This design comes from an exercise in tuning for a short achievable clock period and few clock cycles on the open sky130 flow, not from production work.
Function was checked by simulation only, so behaviour that the tests miss may differ from the original.

==> v4 <==
Design ack_retry_pending_table, start of the top module:
module ack_retry_pending_table (
  input  logic                               clk,
  input  logic                               rst_n,
  input  logic                               in_valid,
  output logic                               in_ready,
  input  logic [artp_pkg::REQ_W-1:0]         in_req_type,
  input  logic [artp_pkg::TIME_W-1:0]        in_now_ms,
  input  logic [artp_pkg::ADDR_W-1:0]        in_dest_addr,
  input  logic [artp_pkg::KIND_W-1:0]        in_packet_kind,
  input  logic [artp_pkg::SEQ_W-1:0]         in_ack_seq,
  input  logic [artp_pkg::ADDR_W-1:0]        in_ack_source,
  output logic                               out_valid,
  input  logic                               out_ready,
  output logic [artp_pkg::EV_W-1:0]          out_event,
  output logic [artp_pkg::SLOT_W-1:0]        out_slot,
  output logic [artp_pkg::SEQ_W-1:0]         out_seq,
  output logic [artp_pkg::ADDR_W-1:0]        out_peer_addr,
  output logic [artp_pkg::KIND_W-1:0]        out_kind,
  output logic [artp_pkg::RETRY_W-1:0]       out_retry_count,
  output logic                               out_ack_needed,
  output logic [artp_pkg::LOST_W-1:0]        out_lost_total,
  output logic                               out_last,
  input  logic                               cfg_we,
  input  logic [artp_pkg::CFG_IDX_W-1:0]     cfg_idx,
  input  logic [artp_pkg::CFG_DATA_W-1:0]    cfg_wdata
);
  localparam int SLOTS = SLOTS_DEF;
  artp_pkg::cfg_t       cfg;
  artp_pkg::req_rec_t   in_req;
  artp_pkg::qent_t      q_ent, q1_ent, i_ent;
  logic                 q1_valid;
  logic [3:0][artp_pkg::TIME_W-1:0] qc_now, qc_lo;
  ...
Settings: LEC_CHECK=0, ABC_CLOCK_PERIOD_IN_PS=2000, CAP_MARGIN=20, CORE_MARGIN=2, CORE_UTILIZATION=40, SETUP_SLACK_MARGIN=4.0, SLEW_MARGIN=20, SYNTH_HIERARCHICAL=1; clock period 6.5 ns.
run.sh (not shown) runs the stock make flow with config.mk's settings and CLKGATE_MAP_FILE= SYNTH_SCRIPT=/design/flow/synth_recipe.tcl, a recipe that flattens the netlist after the stock synthesis.
==> v5: changes against v4 <==
--- a/flow/design.v
+++ b/flow/design.v
@@ -120,17 +120,17 @@
   input  logic                rst_n,
   input  artp_pkg::cfg_t      cfg,
   input  logic                q_valid,
   input  artp_pkg::qent_t     q_ent,
   input  logic                q1_valid,
   input  artp_pkg::qent_t     q1_ent,
   input  artp_pkg::qent_t     i_ent,
-  input  logic [3:0][artp_pkg::TIME_W-1:0] qc_now,
-  input  logic [3:0][artp_pkg::TIME_W-1:0] qc_lo,
-  input  logic [3:0]                       qc_wrap,
+  input  logic [1:0][artp_pkg::TIME_W-1:0] qc_now,
+  input  logic [1:0][artp_pkg::TIME_W-1:0] qc_lo,
+  input  logic [1:0]                       qc_wrap,
   output logic                q_pop,
   input  logic                out_ready,
   output logic                out_valid,
   output artp_pkg::result_t   out_res,
   output logic                out_last
 );
   logic [SLOTS-1:0]                valid_r;
@@ -228,28 +228,24 @@
   artp_reg #(.W(SLOTS*ADDR_W))       u_dest_r  (.clk(clk), .d(dest_d),  .q(dest_r));
   artp_reg #(.W(SLOTS*KIND_W))       u_kind_r  (.clk(clk), .d(kind_d),  .q(kind_r));
   artp_reg #(.W(SLOTS*SEQ_W))        u_eseq_r  (.clk(clk), .d(eseq_d),  .q(eseq_r));
   artp_reg #(.W(SLOTS*TIME_W))       u_stamp_r (.clk(clk), .d(stamp_d), .q(stamp_r));
   artp_reg #(.W(SLOTS*RETRY_W))      u_retr_r  (.clk(clk), .d(retr_d),  .q(retr_r));
   artp_reg #(.W(3*SLOTS))            u_flag_r  (.clk(clk), .d({so_d, bc_d, lim_d}),
                                                 .q({so_r, bc_r, lim_r}));
-  logic m_load;
+  logic m_load, to_fwd;
   logic [SLOTS-1:0] to_cur, seqm_cur;
   assign m_load = x_fire || !m_valid;
   assign q_pop  = m_load && q_valid;
-  logic [3:0][TIME_W-1:0] m_now_c;
-  logic [SLOTS-1:0] to_fwd_s;
-  for (genvar c = 0; c < 4; c++) begin : g_mc
-    artp_reg #(.W(TIME_W)) u_m_now_c (.clk(clk), .d(m_load ? q_ent.req.now : m_now_c[c]),
-                                      .q(m_now_c[c]));
-  end
+  logic [TIME_W-1:0] m_now_c;
+  artp_reg #(.W(TIME_W)) u_m_now_c (.clk(clk), .d(m_load ? q_ent.req.now : m_now_c), .q(m_now_c));
+  artp_tmo u_fwd (.stamp(m_now_c), .now(q_ent.req.now), .lo(q_ent.lo), .wrap(q_ent.wrap),
+                  .to(to_fwd));
   for (genvar i = 0; i < SLOTS; i++) begin : g_cmp
-    artp_tmo u_fwd (.stamp(m_now_c[i/2]), .now(qc_now[i/2]), .lo(qc_lo[i/2]), .wrap(qc_wrap[i/2]),
-                    .to(to_fwd_s[i]));
-    artp_tmo u_tmo (.stamp(stamp_r[i]),   .now(qc_now[i/2]), .lo(qc_lo[i/2]), .wrap(qc_wrap[i/2]),
+    artp_tmo u_tmo (.stamp(stamp_r[i]), .now(qc_now[i/4]), .lo(qc_lo[i/4]), .wrap(qc_wrap[i/4]),
                     .to(to_cur[i]));
   end
   always_comb begin
     for (int i = 0; i < SLOTS; i++) seqm_cur[i] = (eseq_r[i] == q_ent.req.aseq);
   end
   logic                m_valid_d;
   artp_pkg::req_rec_t  m_req_d;
@@ -273,15 +269,15 @@
       m_tick_d   = (q_ent.req.typ == REQ_TICK);
       m_for_us_d = (q_ent.req.dest == cfg.own_address) ||
                    (q_ent.req.dest == cfg.broadcast_address);
       m_kd_d     = (q_ent.req.kind == cfg.data_kind_code);
       m_isbc_d   = (q_ent.req.dest == cfg.broadcast_address);
       for (int i = 0; i < SLOTS; i++) begin
         m_seqm_d[i] = add_w[i] ? (seq_r == q_ent.req.aseq) : seqm_cur[i];
-        m_to_d[i]   = (add_w[i] || retx_w[i]) ? to_fwd_s[i] : to_cur[i];
+        m_to_d[i]   = (add_w[i] || retx_w[i]) ? to_fwd : to_cur[i];
       end
     end
   end
   artp_reg #(.W(REQ_REC_W)) u_m_req (.clk(clk), .d(m_req_d), .q(m_req));
   artp_reg #(.W(7)) u_m_ctl (.clk(clk),
     .d({m_valid_d, m_add_d, m_ack_d, m_tick_d, m_for_us_d, m_kd_d, m_isbc_d}),
     .q({m_valid,   m_add,   m_ack,   m_tick,   m_for_us,   m_kd,   m_isbc}));
@@ -533,17 +529,17 @@
   output logic                in_ready,
   input  artp_pkg::req_rec_t  in_req,
   output logic                q_valid,
   output artp_pkg::qent_t     q_ent,
   output logic                q1_valid,    
   output artp_pkg::qent_t     q1_ent,      
   output artp_pkg::qent_t     in_ent,
-  output logic [3:0][artp_pkg::TIME_W-1:0] qc_now,
-  output logic [3:0][artp_pkg::TIME_W-1:0] qc_lo,
-  output logic [3:0]                       qc_wrap,
+  output logic [1:0][artp_pkg::TIME_W-1:0] qc_now,
+  output logic [1:0][artp_pkg::TIME_W-1:0] qc_lo,
+  output logic [1:0]                       qc_wrap,
   input  logic                q_pop
 );
   artp_pkg::qent_t q0_r, q1_r, i_ent;
   artp_pkg::req_rec_t i_r;
   logic [TMO_W-1:0] i_lo16;     
   logic i_b16;                  
   logic i_v, q0_v, q1_v, rdy_r, rdy_o;
@@ -590,18 +586,18 @@
     end else if (!q1_v) begin
       q1_d = i_ent;
     end
   end
   artp_reg #(.W(REQ_REC_W))  u_i_r  (.clk(clk), .d(i_d),  .q(i_r));
   artp_reg #(.W(TMO_W+1))    u_i_lo (.clk(clk), .d(lo16_d), .q({i_b16, i_lo16}));
   artp_reg #(.W(QENT_W)) u_q0_r (.clk(clk), .d(q0_d), .q(q0_r));
-  for (genvar c = 0; c < 4; c++) begin : g_qc
-    artp_reg #(.W(2*TIME_W+1)) u_qc (.clk(clk), .d({q0_d.req.now, q0_d.lo, q0_d.wrap}),
-                                     .q({qc_now[c], qc_lo[c], qc_wrap[c]}));
-  end
+  artp_reg #(.W(2*TIME_W+1)) u_qc0 (.clk(clk), .d({q0_d.req.now, q0_d.lo, q0_d.wrap}),
+                                   .q({qc_now[0], qc_lo[0], qc_wrap[0]}));
+  artp_reg #(.W(2*TIME_W+1)) u_qc1 (.clk(clk), .d({q0_d.req.now, q0_d.lo, q0_d.wrap}),
+                                   .q({qc_now[1], qc_lo[1], qc_wrap[1]}));
   artp_reg #(.W(QENT_W)) u_q1_r (.clk(clk), .d(q1_d), .q(q1_r));
   artp_reg #(.W(4)) u_ctl_r (.clk(clk), .d({i_v_d, q0_v_d, q1_v_d, rdy_d}),
                              .q({i_v, q0_v, q1_v, rdy_r}));
   artp_reg #(.W(1)) u_rdy_o (.clk(clk), .d(rdy_d), .q(rdy_o));
   assign in_ready = rdy_o;
   assign q_valid  = q0_v;
   assign q_ent    = q0_r;
@@ -690,16 +686,16 @@
   input  logic [artp_pkg::CFG_DATA_W-1:0]    cfg_wdata
 );
   localparam int SLOTS = SLOTS_DEF;
   artp_pkg::cfg_t       cfg;
   artp_pkg::req_rec_t   in_req;
   artp_pkg::qent_t      q_ent, q1_ent, i_ent;
   logic                 q1_valid;
-  logic [3:0][artp_pkg::TIME_W-1:0] qc_now, qc_lo;
-  logic [3:0]           qc_wrap;
+  logic [1:0][artp_pkg::TIME_W-1:0] qc_now, qc_lo;
+  logic [1:0]           qc_wrap;
   artp_pkg::result_t    out_res;
   logic                 q_valid, q_pop;
   assign in_req.typ  = in_req_type;
   assign in_req.now  = in_now_ms;
   assign in_req.dest = in_dest_addr;
   assign in_req.kind = in_packet_kind;
   assign in_req.aseq = in_ack_seq;
==> v32: changes against v4 <==
--- a/flow/design.v
+++ b/flow/design.v
@@ -120,17 +120,17 @@
   input  logic                rst_n,
   input  artp_pkg::cfg_t      cfg,
   input  logic                q_valid,
   input  artp_pkg::qent_t     q_ent,
   input  logic                q1_valid,
   input  artp_pkg::qent_t     q1_ent,
   input  artp_pkg::qent_t     i_ent,
-  input  logic [3:0][artp_pkg::TIME_W-1:0] qc_now,
-  input  logic [3:0][artp_pkg::TIME_W-1:0] qc_lo,
-  input  logic [3:0]                       qc_wrap,
+  input  logic [1:0][artp_pkg::TIME_W-1:0] qc_now,
+  input  logic [1:0][artp_pkg::TIME_W-1:0] qc_lo,
+  input  logic [1:0]                       qc_wrap,
   output logic                q_pop,
   input  logic                out_ready,
   output logic                out_valid,
   output artp_pkg::result_t   out_res,
   output logic                out_last
 );
   logic [SLOTS-1:0]                valid_r;
@@ -228,32 +228,33 @@
   artp_reg #(.W(SLOTS*ADDR_W))       u_dest_r  (.clk(clk), .d(dest_d),  .q(dest_r));
   artp_reg #(.W(SLOTS*KIND_W))       u_kind_r  (.clk(clk), .d(kind_d),  .q(kind_r));
   artp_reg #(.W(SLOTS*SEQ_W))        u_eseq_r  (.clk(clk), .d(eseq_d),  .q(eseq_r));
   artp_reg #(.W(SLOTS*TIME_W))       u_stamp_r (.clk(clk), .d(stamp_d), .q(stamp_r));
   artp_reg #(.W(SLOTS*RETRY_W))      u_retr_r  (.clk(clk), .d(retr_d),  .q(retr_r));
   artp_reg #(.W(3*SLOTS))            u_flag_r  (.clk(clk), .d({so_d, bc_d, lim_d}),
                                                 .q({so_r, bc_r, lim_r}));
-  logic m_load;
-  logic [SLOTS-1:0] to_cur, seqm_cur;
+  logic m_load, to_fwd;
+  logic [SLOTS-1:0] to_cur, seqm_cur, ge_lo, le_now;
+  logic fge_lo, fle_now;
   assign m_load = x_fire || !m_valid;
   assign q_pop  = m_load && q_valid;
-  logic [3:0][TIME_W-1:0] m_now_c;
-  logic [SLOTS-1:0] to_fwd_s;
-  for (genvar c = 0; c < 4; c++) begin : g_mc
-    artp_reg #(.W(TIME_W)) u_m_now_c (.clk(clk), .d(m_load ? q_ent.req.now : m_now_c[c]),
-                                      .q(m_now_c[c]));
-  end
+  logic [TIME_W-1:0] m_now_c;
+  artp_reg #(.W(TIME_W)) u_m_now_c (.clk(clk), .d(m_load ? q_ent.req.now : m_now_c), .q(m_now_c));
+  artp_ge32 u_fge_lo  (.a(m_now_c),       .b(q_ent.lo), .ge(fge_lo));
+  artp_ge32 u_fle_now (.a(q_ent.req.now), .b(m_now_c),  .ge(fle_now));
+  assign to_fwd  = q_ent.wrap ? !(fge_lo || fle_now) : !(fge_lo && fle_now);
   for (genvar i = 0; i < SLOTS; i++) begin : g_cmp
-    artp_tmo u_fwd (.stamp(m_now_c[i/2]), .now(qc_now[i/2]), .lo(qc_lo[i/2]), .wrap(qc_wrap[i/2]),
-                    .to(to_fwd_s[i]));
-    artp_tmo u_tmo (.stamp(stamp_r[i]),   .now(qc_now[i/2]), .lo(qc_lo[i/2]), .wrap(qc_wrap[i/2]),
-                    .to(to_cur[i]));
+    artp_ge32 u_ge_lo  (.a(stamp_r[i]),         .b(qc_lo[i/4]), .ge(ge_lo[i]));
+    artp_ge32 u_le_now (.a(qc_now[i/4]),        .b(stamp_r[i]), .ge(le_now[i]));
   end
   always_comb begin
-    for (int i = 0; i < SLOTS; i++) seqm_cur[i] = (eseq_r[i] == q_ent.req.aseq);
+    for (int i = 0; i < SLOTS; i++) begin
+      to_cur[i]   = qc_wrap[i/4] ? !(ge_lo[i] || le_now[i]) : !(ge_lo[i] && le_now[i]);
+      seqm_cur[i] = (eseq_r[i] == q_ent.req.aseq);
+    end
   end
   logic                m_valid_d;
   artp_pkg::req_rec_t  m_req_d;
   logic                m_add_d, m_ack_d, m_tick_d, m_for_us_d, m_kd_d, m_isbc_d;
   logic [SLOTS-1:0]    m_seqm_d, m_to_d;
   assign m_valid_d = rst_n && (m_load ? q_valid : m_valid);
   always_comb begin
@@ -273,15 +274,15 @@
       m_tick_d   = (q_ent.req.typ == REQ_TICK);
       m_for_us_d = (q_ent.req.dest == cfg.own_address) ||
                    (q_ent.req.dest == cfg.broadcast_address);
       m_kd_d     = (q_ent.req.kind == cfg.data_kind_code);
       m_isbc_d   = (q_ent.req.dest == cfg.broadcast_address);
       for (int i = 0; i < SLOTS; i++) begin
         m_seqm_d[i] = add_w[i] ? (seq_r == q_ent.req.aseq) : seqm_cur[i];
-        m_to_d[i]   = (add_w[i] || retx_w[i]) ? to_fwd_s[i] : to_cur[i];
+        m_to_d[i]   = (add_w[i] || retx_w[i]) ? to_fwd : to_cur[i];
       end
     end
   end
   artp_reg #(.W(REQ_REC_W)) u_m_req (.clk(clk), .d(m_req_d), .q(m_req));
   artp_reg #(.W(7)) u_m_ctl (.clk(clk),
     .d({m_valid_d, m_add_d, m_ack_d, m_tick_d, m_for_us_d, m_kd_d, m_isbc_d}),
     .q({m_valid,   m_add,   m_ack,   m_tick,   m_for_us,   m_kd,   m_isbc}));
@@ -446,17 +447,15 @@
   artp_reg #(.W(RES_W)) u_o_res (.clk(clk), .d(o_res_d), .q(o_res));
   artp_reg #(.W(RES_W)) u_s_res (.clk(clk), .d(s_res_d), .q(s_res));
   for (genvar i = 0; i < SLOTS; i++) begin : g_xc
     artp_reg #(.W(6)) u_xc (.clk(clk),
       .d({m_valid_d,     m_add_d,     m_tick_d,     b_valid_d,     b_one_d,     s_valid_d}),
       .q({xc_m_valid[i], xc_m_add[i], xc_m_tick[i], xc_b_valid[i], xc_b_one[i], xc_s_valid[i]}));
   end
-  logic o_valid_o;
-  artp_reg #(.W(1)) u_o_valid_o (.clk(clk), .d(o_valid_d), .q(o_valid_o));
-  assign out_valid = o_valid_o;
+  assign out_valid = o_valid;
   assign out_res   = o_res;
   assign out_last  = o_last;
 endmodule
 module artp_ge32 (
   input  logic [artp_pkg::TIME_W-1:0] a,
   input  logic [artp_pkg::TIME_W-1:0] b,
   output logic                        ge
@@ -491,66 +490,37 @@
       a2 = a;
       for (int k = d; k < LOST_W; k++) a2[k] = a[k] & a[k-d];
       a = a2;
     end
     y = x ^ {a[LOST_W-2:0], 1'b1};
   end
 endmodule
-module artp_tmo (
-  input  logic [artp_pkg::TIME_W-1:0] stamp,
-  input  logic [artp_pkg::TIME_W-1:0] now,
-  input  logic [artp_pkg::TIME_W-1:0] lo,
-  input  logic                        wrap,
-  output logic                        to
-);
-  localparam int TIME_W = artp_pkg::TIME_W;
-  function automatic logic ge32(input logic [TIME_W-1:0] a, input logic [TIME_W-1:0] b);
-    logic [TIME_W-1:0] g, p, g2, p2;
-    g = a & ~b;
-    p = a | ~b;
-    for (int d = 1; d < TIME_W; d = d * 2) begin
-      g2 = g;
-      p2 = p;
-      for (int k = d; k < TIME_W; k++) begin
-        g2[k] = g[k] | (p[k] & g[k-d]);
-        p2[k] = p[k] & p[k-d];
-      end
-      g = g2;
-      p = p2;
-    end
-    ge32 = g[TIME_W-1] | p[TIME_W-1];
-  endfunction
-  logic ge_lo, le_now;
-  assign ge_lo  = ge32(stamp, lo);
-  assign le_now = ge32(now, stamp);
-  assign to = wrap ? !(ge_lo || le_now) : !(ge_lo && le_now);
-endmodule
 import artp_pkg::*;
 module artp_ctrl (
   input  logic                clk,
   input  logic                rst_n,
   input  artp_pkg::cfg_t      cfg,
   input  logic                in_valid,
   output logic                in_ready,
   input  artp_pkg::req_rec_t  in_req,
   output logic                q_valid,
   output artp_pkg::qent_t     q_ent,
   output logic                q1_valid,    
   output artp_pkg::qent_t     q1_ent,      
   output artp_pkg::qent_t     in_ent,
-  output logic [3:0][artp_pkg::TIME_W-1:0] qc_now,
-  output logic [3:0][artp_pkg::TIME_W-1:0] qc_lo,
-  output logic [3:0]                       qc_wrap,
+  output logic [1:0][artp_pkg::TIME_W-1:0] qc_now,
+  output logic [1:0][artp_pkg::TIME_W-1:0] qc_lo,
+  output logic [1:0]                       qc_wrap,
   input  logic                q_pop
 );
   artp_pkg::qent_t q0_r, q1_r, i_ent;
   artp_pkg::req_rec_t i_r;
   logic [TMO_W-1:0] i_lo16;     
   logic i_b16;                  
-  logic i_v, q0_v, q1_v, rdy_r, rdy_o;
+  logic i_v, q0_v, q1_v, rdy_r;
   logic i_mv, q0_v_nxt, q1_v_nxt, i_v_nxt;
   artp_pkg::req_rec_t i_d;
   logic [TMO_W:0] lo16_in, lo16_d;
   logic [TMO_W-1:0] hi16;
   logic hi_b;
   artp_pkg::qent_t q0_d, q1_d;
   logic rdy_d, i_v_d, q0_v_d, q1_v_d;
@@ -590,23 +560,22 @@
     end else if (!q1_v) begin
       q1_d = i_ent;
     end
   end
   artp_reg #(.W(REQ_REC_W))  u_i_r  (.clk(clk), .d(i_d),  .q(i_r));
   artp_reg #(.W(TMO_W+1))    u_i_lo (.clk(clk), .d(lo16_d), .q({i_b16, i_lo16}));
   artp_reg #(.W(QENT_W)) u_q0_r (.clk(clk), .d(q0_d), .q(q0_r));
-  for (genvar c = 0; c < 4; c++) begin : g_qc
-    artp_reg #(.W(2*TIME_W+1)) u_qc (.clk(clk), .d({q0_d.req.now, q0_d.lo, q0_d.wrap}),
-                                     .q({qc_now[c], qc_lo[c], qc_wrap[c]}));
-  end
+  artp_reg #(.W(2*TIME_W+1)) u_qc0 (.clk(clk), .d({q0_d.req.now, q0_d.lo, q0_d.wrap}),
+                                   .q({qc_now[0], qc_lo[0], qc_wrap[0]}));
+  artp_reg #(.W(2*TIME_W+1)) u_qc1 (.clk(clk), .d({q0_d.req.now, q0_d.lo, q0_d.wrap}),
+                                   .q({qc_now[1], qc_lo[1], qc_wrap[1]}));
   artp_reg #(.W(QENT_W)) u_q1_r (.clk(clk), .d(q1_d), .q(q1_r));
   artp_reg #(.W(4)) u_ctl_r (.clk(clk), .d({i_v_d, q0_v_d, q1_v_d, rdy_d}),
                              .q({i_v, q0_v, q1_v, rdy_r}));
-  artp_reg #(.W(1)) u_rdy_o (.clk(clk), .d(rdy_d), .q(rdy_o));
-  assign in_ready = rdy_o;
+  assign in_ready = rdy_r;
   assign q_valid  = q0_v;
   assign q_ent    = q0_r;
   assign q1_valid = q1_v;
   assign q1_ent   = q1_r;
   assign in_ent   = i_ent;
 endmodule
 module artp_sub16 (
@@ -690,16 +659,16 @@
   input  logic [artp_pkg::CFG_DATA_W-1:0]    cfg_wdata
 );
   localparam int SLOTS = SLOTS_DEF;
   artp_pkg::cfg_t       cfg;
   artp_pkg::req_rec_t   in_req;
   artp_pkg::qent_t      q_ent, q1_ent, i_ent;
   logic                 q1_valid;
-  logic [3:0][artp_pkg::TIME_W-1:0] qc_now, qc_lo;
-  logic [3:0]           qc_wrap;
+  logic [1:0][artp_pkg::TIME_W-1:0] qc_now, qc_lo;
+  logic [1:0]           qc_wrap;
   artp_pkg::result_t    out_res;
   logic                 q_valid, q_pop;
   assign in_req.typ  = in_req_type;
   assign in_req.now  = in_now_ms;
   assign in_req.dest = in_dest_addr;
   assign in_req.kind = in_packet_kind;
   assign in_req.aseq = in_ack_seq;
==> reports/metrics.yaml <==
diodes: 12
multi_input_gates: 5731
timing.rr.end: "u_dp.u_m_cmp.q[3]$_DFF_P_"
crit_cells: 1
post-cts-setup-buffers: 63
crit_path_end_kind: "primary output"
n_tap_cell: 2640
r2r_slack_ns: 3.94
cts_resized: 745
outcome: "timing/DRC/antenna clean"
(the above is from v4)
==> reports/metrics.yaml <==
n_tap_cell: 2189
multi_input_gates: 4615
layout_common_cells: "1306 x dfxtp_1, 625 x mux2_2, 580 x nand2_1, 436 x inv_1, 326 x nor2b_1"
ir_drop_uv: 281
r2r_slack_ns: 4.00
diodes: 3
timing.rr.end: "u_dp.u_m_cmp.q[3]$_DFF_P_"
post-cts-setup-buffers: 30
crit_cells: 1
crit_path_end_kind: "primary output"
maxSlewViolCount: 0
met3_usage_pct: 3.00
outcome: "timing/DRC/antenna clean"
cp-start-kind: "register"
drive_gt1_share_pct: 21.6
holdBufCountCts: 0
(the above is from v5)
==> reports/metrics.yaml <==
crit_path_end_kind: "register"
post-cts-setup-buffers: 51
outcome: "timing/DRC/antenna clean"
cts_resized: 646
timing.rr.end: "u_dp.u_m_cmp.q[6]$_DFF_P_"
diodes: 5
crit_cells: 9
n_tap_cell: 2189
multi_input_gates: 4611
r2r_slack_ns: 3.74
signal_buffers: 310
top_register: "u_dp.u_stamp_r.q"
drive_gt1_share_pct: 21.5
(the above is from v32)
Testbench counts of v4, summed over its fixed seeds: cycles 5,967.
Testbench counts of v5, summed over its fixed seeds: cycles 5,967.
Testbench counts of v32, summed over its fixed seeds: cycles 5,967.

-- what the ideal ports hide --
No port has a modelled driver above. Below, the same layouts with a new extraction and two added sets of constraints. Step 1: set_driving_cell puts a clkbuf_16 on clk and a buf_2 on each other input, an assumption about the parent block. Step 2 moves the port delays by t, midway between the first and last clock arrival at a register: inputs arrive t later, outputs are due t later. That takes back most of the time a late clock gives input paths. Slacks: ideal / step 1 / step 2; pairs: ideal / step 1.
run	t (ns)	setup slack, ns	cell pins on the clock port's net
v4	0.904	3.891 / 3.808 / 3.115	1
v5	0.859	3.814 / 3.734 / 3.106	1
v32	0.891	3.736 / 3.736 / 3.036	1
After both steps every run listed still meets setup and hold. For v4, which loses most, drivers alone change the setup slack by -0.083 ns; drivers and shift together by -0.776 ns.
